This is an optimization exercise on Yosys and OpenROAD, whose aim is small area, a short achievable clock period and few clock cycles per item, not a production implementation. The RTL was checked by simulation tests, not by an equivalence proof against the original design. No activity file was given, so power comes from the tool's default toggle rates.

==> design.v <==
`timescale 1ns / 1ps
package pcea_pkg;
  localparam int PACKS_DEFAULT = 18;
  localparam int QUEUE_DEPTH = 2;
  localparam logic [21:0] CODE_VOLT = 22'h18FF36;
  localparam logic [21:0] CODE_TEMP = 22'h18FF4B;
  localparam int IN_DATA_W = 96;
  localparam int OUT_DATA_W = 96;
  localparam int ID_W = 29;
  localparam int QUOT_W = 8;
  typedef enum logic [1:0] {
    OP_VOLT = 2'd0,
    OP_TEMP = 2'd1,
    OP_EVAL = 2'd2
  } op_t;
  typedef struct packed {
    op_t              op;
    logic [7:0]       pack;
    logic [7:0][7:0]  bytes;
  } cmd_t;
endpackage
`timescale 1ns / 1ps
module pcea_front #(
  parameter int PACKS = pcea_pkg::PACKS_DEFAULT
) (
  input  logic                           in_tvalid,
  output logic                           in_tready,
  input  logic [pcea_pkg::IN_DATA_W-1:0] in_tdata,
  input  logic                           in_tuser,
  input  logic                           q_full,
  output logic                           q_push,
  output pcea_pkg::cmd_t                 q_cmd
);
  logic [7:0]  pack_raw;
  logic [7:0]  pack_dec;
  logic [21:0] code;
  logic        in_range;
  logic        is_volt;
  logic        is_temp;
  logic        keep;
  always_comb begin
    pack_raw = in_tdata[7:0];
    pack_dec = (pack_raw != 8'd0) ? pack_raw - 8'd1 : 8'd0;
    code     = {1'b0, in_tdata[pcea_pkg::ID_W-1:8]};
    in_range = pack_dec < 8'(PACKS);
    is_volt  = code == pcea_pkg::CODE_VOLT;
    is_temp  = code == pcea_pkg::CODE_TEMP;
    keep     = in_tuser || (in_range && (is_volt || is_temp));
    q_cmd.pack = pack_dec;
    for (int k = 0; k < 8; k++) begin
      q_cmd.bytes[k] = in_tdata[pcea_pkg::ID_W + 8*k +: 8];
    end
    if (in_tuser) begin
      q_cmd.op = pcea_pkg::OP_EVAL;
    end else if (is_volt) begin
      q_cmd.op = pcea_pkg::OP_VOLT;
    end else begin
      q_cmd.op = pcea_pkg::OP_TEMP;
    end
  end
  assign in_tready = !q_full;
  assign q_push    = in_tvalid && in_tready && keep;
endmodule
`timescale 1ns / 1ps
module pcea_queue (
  input  logic           clk,
  input  logic           rst_n,
  input  logic           push,
  input  pcea_pkg::cmd_t push_cmd,
  input  logic           pop,
  output logic           full,
  output logic           empty,
  output pcea_pkg::cmd_t head
);
  localparam int PTR_W = (pcea_pkg::QUEUE_DEPTH > 1) ? $clog2(pcea_pkg::QUEUE_DEPTH) : 1;
  localparam int CNT_W = $clog2(pcea_pkg::QUEUE_DEPTH + 1);
  logic [$bits(push_cmd)-1:0] mem_r [pcea_pkg::QUEUE_DEPTH];
  logic [PTR_W-1:0] wr_ptr_r, wr_ptr_nxt;
  logic [PTR_W-1:0] rd_ptr_r, rd_ptr_nxt;
  logic [CNT_W-1:0] cnt_r, cnt_nxt;
  logic             do_push;
  logic             do_pop;
  assign full    = cnt_r == CNT_W'(pcea_pkg::QUEUE_DEPTH);
  assign empty   = cnt_r == '0;
  assign head    = mem_r[rd_ptr_r];
  assign do_push = push && !full;
  assign do_pop  = pop && !empty;
  always_comb begin
    wr_ptr_nxt = wr_ptr_r;
    rd_ptr_nxt = rd_ptr_r;
    cnt_nxt    = cnt_r;
    if (do_push) begin
      wr_ptr_nxt = (wr_ptr_r == PTR_W'(pcea_pkg::QUEUE_DEPTH - 1)) ? '0 : wr_ptr_r + 1'b1;
    end
    if (do_pop) begin
      rd_ptr_nxt = (rd_ptr_r == PTR_W'(pcea_pkg::QUEUE_DEPTH - 1)) ? '0 : rd_ptr_r + 1'b1;
    end
    if (do_push && !do_pop) begin
      cnt_nxt = cnt_r + 1'b1;
    end else if (do_pop && !do_push) begin
      cnt_nxt = cnt_r - 1'b1;
    end
  end
  always_ff @(posedge clk) begin
    if (!rst_n) begin
      wr_ptr_r <= '0;
      rd_ptr_r <= '0;
      cnt_r    <= '0;
    end else begin
      wr_ptr_r <= wr_ptr_nxt;
      rd_ptr_r <= rd_ptr_nxt;
      cnt_r    <= cnt_nxt;
    end
  end
  always_ff @(posedge clk) begin
    if (do_push) begin
      mem_r[wr_ptr_r] <= push_cmd;
    end
  end
endmodule
`timescale 1ns / 1ps
module pcea_back #(
  parameter int PACKS = pcea_pkg::PACKS_DEFAULT
) (
  input  logic                            clk,
  input  logic                            rst_n,
  input  logic                            q_empty,
  input  pcea_pkg::cmd_t                  q_head,
  output logic                            q_pop,
  output logic                            out_tvalid,
  input  logic                            out_tready,
  output logic [pcea_pkg::OUT_DATA_W-1:0] out_tdata
);
  localparam int IDX_W     = $clog2(PACKS);
  localparam int SUM_W     = $clog2(PACKS * 510 + 1);
  localparam int DIVISOR   = 2 * PACKS - 2;
  localparam int REC_SHIFT = SUM_W + $clog2(DIVISOR);
  localparam int RECIP     = ((1 << REC_SHIFT) + DIVISOR - 1) / DIVISOR;
  localparam int PROD_W    = REC_SHIFT + pcea_pkg::QUOT_W;
  typedef enum logic [4:0] {
    ST_IDLE = 5'b00001,
    ST_SCAN = 5'b00010,
    ST_TRIM = 5'b00100,
    ST_DIV  = 5'b01000,
    ST_DONE = 5'b10000
  } state_t;
  state_t state_r, state_nxt;
  logic [15:0] vmax_r [PACKS];
  logic [15:0] vmin_r [PACKS];
  logic [7:0]  vmax_cell_r [PACKS];
  logic [7:0]  vmin_cell_r [PACKS];
  logic [7:0]  tmax_r [PACKS];
  logic [7:0]  tmin_r [PACKS];
  logic [7:0]  tmax_cell_r [PACKS];
  logic [7:0]  tmin_cell_r [PACKS];
  logic [IDX_W-1:0]            idx_r;
  logic [15:0]                 vhi_r, vlo_r;
  logic [7:0]                  vhi_c_r, vlo_c_r;
  logic [7:0]                  thi_r, tlo_r, thi_c_r, tlo_c_r;
  logic [SUM_W-1:0]            sum_r;
  logic [SUM_W-1:0]            rem_r;
  logic [pcea_pkg::QUOT_W-1:0] quot_r;
  logic [pcea_pkg::OUT_DATA_W-1:0] out_data_r;
  logic                        out_valid_r;
  logic [IDX_W-1:0]  wr_idx;
  logic              take_cmd;
  logic              scan_last;
  logic              out_free;
  logic [PROD_W-1:0] prod;
  assign wr_idx    = q_head.pack[IDX_W-1:0];
  assign take_cmd  = (state_r == ST_IDLE) && !q_empty;
  assign q_pop     = take_cmd;
  assign scan_last = idx_r == IDX_W'(PACKS - 1);
  assign out_free  = !out_valid_r || out_tready;
  assign prod      = PROD_W'(rem_r) * PROD_W'(RECIP);
  always_comb begin
    state_nxt = state_r;
    unique case (state_r)
      ST_IDLE: begin
        if (take_cmd && q_head.op == pcea_pkg::OP_EVAL) begin
          state_nxt = ST_SCAN;
        end
      end
      ST_SCAN: begin
        if (scan_last) begin
          state_nxt = ST_TRIM;
        end
      end
      ST_TRIM: state_nxt = ST_DIV;
      ST_DIV:  state_nxt = ST_DONE;
      ST_DONE: begin
        if (out_free) begin
          state_nxt = ST_IDLE;
        end
      end
      default: state_nxt = ST_IDLE;
    endcase
  end
  always_ff @(posedge clk) begin
    if (!rst_n) begin
      state_r     <= ST_IDLE;
      out_valid_r <= 1'b0;
    end else begin
      state_r <= state_nxt;
      if (state_r == ST_DONE && out_free) begin
        out_valid_r <= 1'b1;
      end else if (out_tready) begin
        out_valid_r <= 1'b0;
      end
    end
  end
  always_ff @(posedge clk) begin
    if (!rst_n) begin
      for (int p = 0; p < PACKS; p++) begin
        vmax_r[p]      <= '0;
        vmin_r[p]      <= '0;
        vmax_cell_r[p] <= '0;
        vmin_cell_r[p] <= '0;
        tmax_r[p]      <= '0;
        tmin_r[p]      <= '0;
        tmax_cell_r[p] <= '0;
        tmin_cell_r[p] <= '0;
      end
    end else if (take_cmd) begin
      for (int p = 0; p < PACKS; p++) begin
        if (wr_idx == IDX_W'(p)) begin
          if (q_head.op == pcea_pkg::OP_VOLT) begin
            vmax_r[p]      <= {q_head.bytes[2], q_head.bytes[3]};
            vmin_r[p]      <= {q_head.bytes[4], q_head.bytes[5]};
            vmax_cell_r[p] <= q_head.bytes[6];
            vmin_cell_r[p] <= q_head.bytes[7];
          end else if (q_head.op == pcea_pkg::OP_TEMP) begin
            tmax_r[p]      <= q_head.bytes[0];
            tmin_r[p]      <= q_head.bytes[1];
            tmax_cell_r[p] <= q_head.bytes[2];
            tmin_cell_r[p] <= q_head.bytes[3];
          end
        end
      end
    end
  end
  always_ff @(posedge clk) begin
    unique case (state_r)
      ST_IDLE: begin
        idx_r <= '0;
      end
      ST_SCAN: begin
        idx_r <= idx_r + 1'b1;
        if (idx_r == '0) begin
          vhi_r   <= vmax_r[idx_r];
          vhi_c_r <= vmax_cell_r[idx_r];
          vlo_r   <= vmin_r[idx_r];
          vlo_c_r <= vmin_cell_r[idx_r];
          thi_r   <= tmax_r[idx_r];
          thi_c_r <= tmax_cell_r[idx_r];
          tlo_r   <= tmin_r[idx_r];
          tlo_c_r <= tmin_cell_r[idx_r];
          sum_r   <= SUM_W'(tmax_r[idx_r]) + SUM_W'(tmin_r[idx_r]);
        end else begin
          if (vmax_r[idx_r] >= vhi_r) begin
            vhi_r   <= vmax_r[idx_r];
            vhi_c_r <= vmax_cell_r[idx_r];
          end
          if (vmin_r[idx_r] <= vlo_r) begin
            vlo_r   <= vmin_r[idx_r];
            vlo_c_r <= vmin_cell_r[idx_r];
          end
          if (tmax_r[idx_r] >= thi_r) begin
            thi_r   <= tmax_r[idx_r];
            thi_c_r <= tmax_cell_r[idx_r];
          end
          if (tmin_r[idx_r] <= tlo_r) begin
            tlo_r   <= tmin_r[idx_r];
            tlo_c_r <= tmin_cell_r[idx_r];
          end
          sum_r <= sum_r + SUM_W'(tmax_r[idx_r]) + SUM_W'(tmin_r[idx_r]);
        end
      end
      ST_TRIM: begin
        rem_r <= sum_r - SUM_W'(thi_r) - SUM_W'(tlo_r);
      end
      ST_DIV: begin
        quot_r <= prod[PROD_W-1 -: pcea_pkg::QUOT_W];
      end
      ST_DONE: begin
        if (out_free) begin
          out_data_r <= {7'd0, (vlo_r != 16'd0) && (tlo_r != 8'd0), quot_r,
                         tlo_c_r, tlo_r, thi_c_r, thi_r,
                         vlo_c_r, vlo_r, vhi_c_r, vhi_r};
        end
      end
      default: begin
        idx_r <= '0;
      end
    endcase
  end
  assign out_tvalid = out_valid_r;
  assign out_tdata  = out_data_r;
endmodule
`timescale 1ns / 1ps
module pack_cell_extreme_aggregator_top #(
  parameter int PACKS = pcea_pkg::PACKS_DEFAULT
) (
  input  logic                            clk,
  input  logic                            rst_n,
  input  logic                            in_tvalid,
  output logic                            in_tready,
  input  logic [pcea_pkg::IN_DATA_W-1:0]  in_tdata,
  input  logic                            in_tuser,
  output logic                            out_tvalid,
  input  logic                            out_tready,
  output logic [pcea_pkg::OUT_DATA_W-1:0] out_tdata
);
  pcea_pkg::cmd_t push_cmd;
  pcea_pkg::cmd_t head;
  logic           push;
  logic           pop;
  logic           full;
  logic           empty;
  pcea_front #(
    .PACKS(PACKS)
  ) u_front (
    .in_tvalid(in_tvalid),
    .in_tready(in_tready),
    .in_tdata (in_tdata),
    .in_tuser (in_tuser),
    .q_full   (full),
    .q_push   (push),
    .q_cmd    (push_cmd)
  );
  pcea_queue u_queue (
    .clk     (clk),
    .rst_n   (rst_n),
    .push    (push),
    .push_cmd(push_cmd),
    .pop     (pop),
    .full    (full),
    .empty   (empty),
    .head    (head)
  );
  pcea_back #(
    .PACKS(PACKS)
  ) u_back (
    .clk       (clk),
    .rst_n     (rst_n),
    .q_empty   (empty),
    .q_head    (head),
    .q_pop     (pop),
    .out_tvalid(out_tvalid),
    .out_tready(out_tready),
    .out_tdata (out_tdata)
  );
endmodule
==> run.sh <==
#!/bin/bash
# synth_recipe.tcl (not shown) runs the flow's synth.tcl, then flattens the netlist and writes it again
# the make line also repeats each setting of config.mk as NAME=value (left out here)
make -C /OpenROAD-flow-scripts/flow DESIGN_CONFIG=/design/flow/config.mk WORK_HOME=/design/flow/orfs CLKGATE_MAP_FILE= SYNTH_SCRIPT=/design/flow/synth_recipe.tcl finish
==> config.mk <==
export PLATFORM = sky130hd
export DESIGN_NAME = pack_cell_extreme_aggregator_top
export DESIGN_NICKNAME = pack_cell_extreme_aggregator_top
export VERILOG_FILES = /design/flow/design.v
export SDC_FILE = /design/flow/constraint.sdc
export NUM_CORES = 4
export LEC_CHECK = 0
export CAP_MARGIN = 20
export CORE_MARGIN = 2
export CORE_UTILIZATION = 40
export SLEW_MARGIN = 20
==> constraint.sdc <==
create_clock -name core_clock -period 9.0 [get_ports {clk}]
set_input_delay 1.8000 -clock core_clock [delete_from_list [all_inputs] [get_ports {clk}]]
set_output_delay 1.8000 -clock core_clock [all_outputs]
set_load 0.01 [all_outputs]
==> run notes <==
Run status
The flow ran to the end and the layout has no timing, DRC or antenna violations.

Timing
For this run, the top clock speed supported by timing is 154 MHz. The final-report hold violation count is 0. The minimum clock period after layout is 6510 ps. The remaining max-slew budget at the tightest pin is 0.123. The worst clock skew is 41.1 ps. Setup repair after global routing left no endpoint under its margin. The share of the cycle needed by the critical path after routing is 0.724.

Adding up every negative setup slack in the final design gives 0 ps. The transition time of the tightest slew-check pin is 1320 ps. The count of endpoints failing setup in the final report is 0. The number of pins exceeding their max-slew limit in the final report came to 0.

Logic synthesis
Of the total synthesized cell area, the portion taken by AND, OR, NAND and NOR gates is 0.112. In this run the cell area of the synthesized design comes to 0.0796 mm2. The cell type with the largest total area after synthesis is sky130_fd_sc_hd__dfxtp_1. After synthesis, the share of flip-flops with an asynchronous set or reset is 0. The synthesized netlist contains 90 unique library cells. The adder-cell area share of the yosys netlist is 0.0467. Synthesis produced 7734 cells. The share of the synthesized area in compound gates (AO/OA/AOI/OAI) was 0.254.

The average footprint of a synthesized cell is 10.3 um2. Yosys mapped a number of flops with a built-in enable equal to 352. The most used flip-flop cell after synthesis is sky130_fd_sc_hd__dfxtp_1.

Yosys printed 11 warnings. Of the post-synthesis cell area, the part taken by muxes is 0.0352. The share of synthesized area occupied by flip-flops and latches is 0.497. The area share of the largest cell type after synthesis is 0.365. Of the total synthesized cell area, the portion taken by XOR and XNOR cells is 0.00495.

Counting flops and latches in the post-synthesis netlist gives 1803. After synthesis, the largest family of logic cells by area is compound AO/OA/AOI/OAI gates. After synthesis, the cell types taking the most area are sky130_fd_sc_hd__dfxtp_1 (36%), sky130_fd_sc_hd__o211a_1 (17%), sky130_fd_sc_hd__edfxtp_1 (13%).

Setup path
The arrival time reported for the critical path endpoint is 7080 ps. The maximum fanout encountered on the critical timing path is 19. Data on the critical path is required at its endpoint by 9560 ps.

The worst setup path is captured at a flop. The critical path start-end classification is reg2reg. The launching element type of the critical path is a flop.

In this run the register-to-register setup slack is 2490 ps.

CTS
The number of clock buffers added by TritonCTS is 189. The number of H-tree branching levels is 4. The clock tree from TritonCTS is done. After clock tree synthesis, the repair step resized 0 gates. After clock tree synthesis, the clock-pin slew on the worst setup and hold paths is 60 ps. For this design, the sink count on the clock tree is 1803. The worst-case clock buffer depth is 3. For this design, the CTS-stage hold fixing added 0 buffers. The total setup buffers inserted after CTS is 0. For the worst-skew pair, the clock arrives at the later sink with an insertion delay of 850 ps. In this run the clock root is driven by a sky130_fd_sc_hd__clkbuf_16.

Global routing
The number of antenna violations at the first check in global routing came to 15. For this run the aggregate overflow at the end of global routing stands at 0. Entering global routing, the biggest net connects 245 pins. The number of global-route vias before repair came to 59295.

The global-route wire length before repair is 390 mm. The overall fraction of global-route tracks in use is 0.254.

Placement
The HPWL reported at the end of detailed placement is 157 mm. The total of buffers placed on input and output ports is 188. The final weighted congestion in routability-driven placement is 0.837.

Flow run
Across the run, the number of max-cap violations was 0.

Final layout
Of the cells placed in the final design, the portion with a size suffix greater than 1 is 0.0870. At the end of the flow the core is filled with cells to 0.457. The layout overhead on the synthesized area is 13.4%. The post-layout net count is 7940.

Floorplan
The area inside the core boundary is 0.198 mm2. The height of the die is 450 um. The top-level I/O count is 199.

The initial utilization of the core area, before any placement, comes to 0.403. The die is 450 um wide. The floorplan has 163 rows. The area enclosed by the die boundary is 0.203 mm2.

Detailed routing
After detailed routing, the number of remaining DRC violations is 0. The via total after detailed routing is 62006. The wire length per cell is 25.6 um. The DRC violation total after the first TritonRoute iteration is 7464.

After detailed routing, the total wire length is 266 mm. In the routed layout, each cell is associated on average with a via count of 5.97. The pre-antenna-repair detailed-routing pass consisted of 9 iterations. The number of antenna-violating nets in the routed design is 0.

Power and ir drop
The peak ir drop on the vdd network is 0.000196 V. Power spread over the standard cell area amounts to 197 mW/mm2. The total leakage power is 47.5 nW.

Worst hold path
The worst hold path class is reg2reg.
[flip-flops by register name (all words and copies together) (netlist names), 14 cells and up, named ones only]
signal              count
u_back.tmax_cell_r    144
u_back.sum_r           14
u_back.vmax_r         288
u_back.vmin_r         288
u_queue.mem_r         142
u_back.vhi_r           16
u_back.out_data_r      89
u_back.vmax_cell_r    144
u_back.vlo_r           16
u_back.tmax_r         144
u_back.tmin_cell_r    144
u_back.vmin_cell_r    144
u_back.rem_r           14
u_back.tmin_r         144
[layer usage]
| metal | vias up | GRT usage | part of all wire |
|---|---|---|---|
| li1 | 27880 | - | - |
| met1 | 31131 | 0.347 | 0.43 |
| met2 | 2555 | 0.404 | 0.45 |
| met3 | 438 | 0.0470 | 0.084 |
| met4 | 2 | 0.0811 | 0.031 |
| met5 | - | 0 | 0.000049 |
[final timing paths]
path | start | to | cells past startpoint
worst max-delay path | u_back.idx_r[4]$_SDFFCE_PN0N_ | u_back.sum_r[13]$_SDFFCE_PP0P_ | 19
worst min-delay path | u_back.quot_r[1]$_DFFE_PP_ | u_back.out_data_r[81]$_DFFE_PP_ | 0
worst max register to register | u_back.idx_r[4]$_SDFFCE_PN0N_ | u_back.sum_r[13]$_SDFFCE_PP0P_ | 19
worst min register to register | u_back.quot_r[1]$_DFFE_PP_ | u_back.out_data_r[81]$_DFFE_PP_ | 0
[cell type report]
class,instances,area [um2]
fillers,18170,107000
flip-flops and latches,1803,39600
multi-input cells,5006,36900
clock buffers,287,5500
repair buffers,393,3620
well taps,2640,3300
inverters,192,721
clock inverters,64,594
diodes,2,5.00
[layout by cell type, fill, tap and decap left out, types with 181 or more instances in the layout]
cell / synthesis / layout
sky130_fd_sc_hd__nand2_1: 1583 / 1580
sky130_fd_sc_hd__clkbuf_16: 0 / 191
sky130_fd_sc_hd__nor2_1: 245 / 214
sky130_fd_sc_hd__mux2i_1: 235 / 200
sky130_fd_sc_hd__a22oi_1: 183 / 183
sky130_fd_sc_hd__edfxtp_1: 352 / 352
sky130_fd_sc_hd__buf_4: 28 / 189
sky130_fd_sc_hd__ha_1: 182 / 181
sky130_fd_sc_hd__dfxtp_1: 1451 / 1450
sky130_fd_sc_hd__o211a_1: 1345 / 1345
sky130_fd_sc_hd__inv_1: 190 / 190
sky130_fd_sc_hd__clkdlybuf4s50_1: 0 / 187
[synth_stat cells, types with 37 or more instances]
cell type / count
sky130_fd_sc_hd__nand3_1: 37
sky130_fd_sc_hd__fa_1: 72
sky130_fd_sc_hd__a21oi_1: 107
sky130_fd_sc_hd__mux2i_1: 235
sky130_fd_sc_hd__o211a_1: 1345
sky130_fd_sc_hd__nor2_1: 245
sky130_fd_sc_hd__edfxtp_1: 352
sky130_fd_sc_hd__a22oi_1: 183
sky130_fd_sc_hd__nand2_1: 1583
sky130_fd_sc_hd__o21ai_0: 170
sky130_fd_sc_hd__inv_1: 190
sky130_fd_sc_hd__and2_1: 104
sky130_fd_sc_hd__o22ai_1: 69
sky130_fd_sc_hd__ha_1: 182
sky130_fd_sc_hd__dfxtp_1: 1451
sky130_fd_sc_hd__clkbuf_1: 450
sky130_fd_sc_hd__buf_2: 230
sky130_fd_sc_hd__a221oi_1: 101
[where the power goes]
group	leakage, nW	internal (mW)	total, mW	switching [mW]
clock	3.00	4.39	7.72	3.33
combinational	29.7	0.432	1.56	1.13
sequential	14.8	8.40	8.52	0.119
[logic make-up (layout without fill, tap and decap cells)]
family | count (synthesis) | in the layout
AOI/OAI and AO/OA | 2282 | 2282
xor gates and xnor gates | 45 | 45
adders and majority gates | 254 | 254
buffers and inverters | 931 | 936
DFF | 1803 | 1803
muxes | 270 | 270
other | 1 | 9
and+or+nand+nor | 2148 | 2148
[metrics by stage]
stage	hold slack [ps]	std cells	instance area, um2	power, mW	setup WS (ps)
after floorplan	400	7740	79700	9.53	1950
after global placement	407	10029	84000	10.2	2560
after detailed placement	405	10031	84100	10.2	2540
after CTS	416	10382	90200	17.9	2490
after global routing	425	10386	90300	18.3	2220
final	417	10387	90300	17.8	2490
[critical path: stages (launching register included)]
cell and delay (ps):
sky130_fd_sc_hd__edfxtp_1 830, sky130_fd_sc_hd__nand3b_1 720, sky130_fd_sc_hd__buf_4 430, sky130_fd_sc_hd__nor2_4 50
sky130_fd_sc_hd__buf_4 330, sky130_fd_sc_hd__a221oi_1 310, sky130_fd_sc_hd__nand3_1 100, sky130_fd_sc_hd__nor3_1 560
sky130_fd_sc_hd__nor2_1 190, sky130_fd_sc_hd__fa_1 540, sky130_fd_sc_hd__ha_1 200, sky130_fd_sc_hd__inv_1 70
sky130_fd_sc_hd__fa_1 460, sky130_fd_sc_hd__nor2b_1 130, sky130_fd_sc_hd__o21ai_0 110, sky130_fd_sc_hd__a21oi_1 190
sky130_fd_sc_hd__o21ai_0 210, sky130_fd_sc_hd__a2111oi_0 540, sky130_fd_sc_hd__xnor2_1 170, sky130_fd_sc_hd__nor2_1 50
Testbench counts, summed over its fixed seeds: cycles 43,623, evals 1,288.

[re-timing with driven ports]
Ports are ideal in the flow. The routed layout listed here was re-timed in OpenROAD.
Step 1 assumes that a clkbuf_16 drives the clock port and a buf_2 every other input.
Step 2 times the ports against the registers' clock, not the clock port: input delays grow and output delays shrink by t, the midpoint of the rising clock arrivals with the driver on.
Three values: ideal, step 1, step 2; two values: the first two.
shift t [ns]: 0.920
setup WS [ns]: 2.487 / 2.487 / 2.487
latest minus earliest clock arrival (ns): 0.042 / 0.042
worst register clock-pin slew, ns: 0.07 / 0.07
After both steps this run still meets setup and hold. The setup slack of this run moves by 0.000 ns with the drivers and by 0.000 ns with both steps.
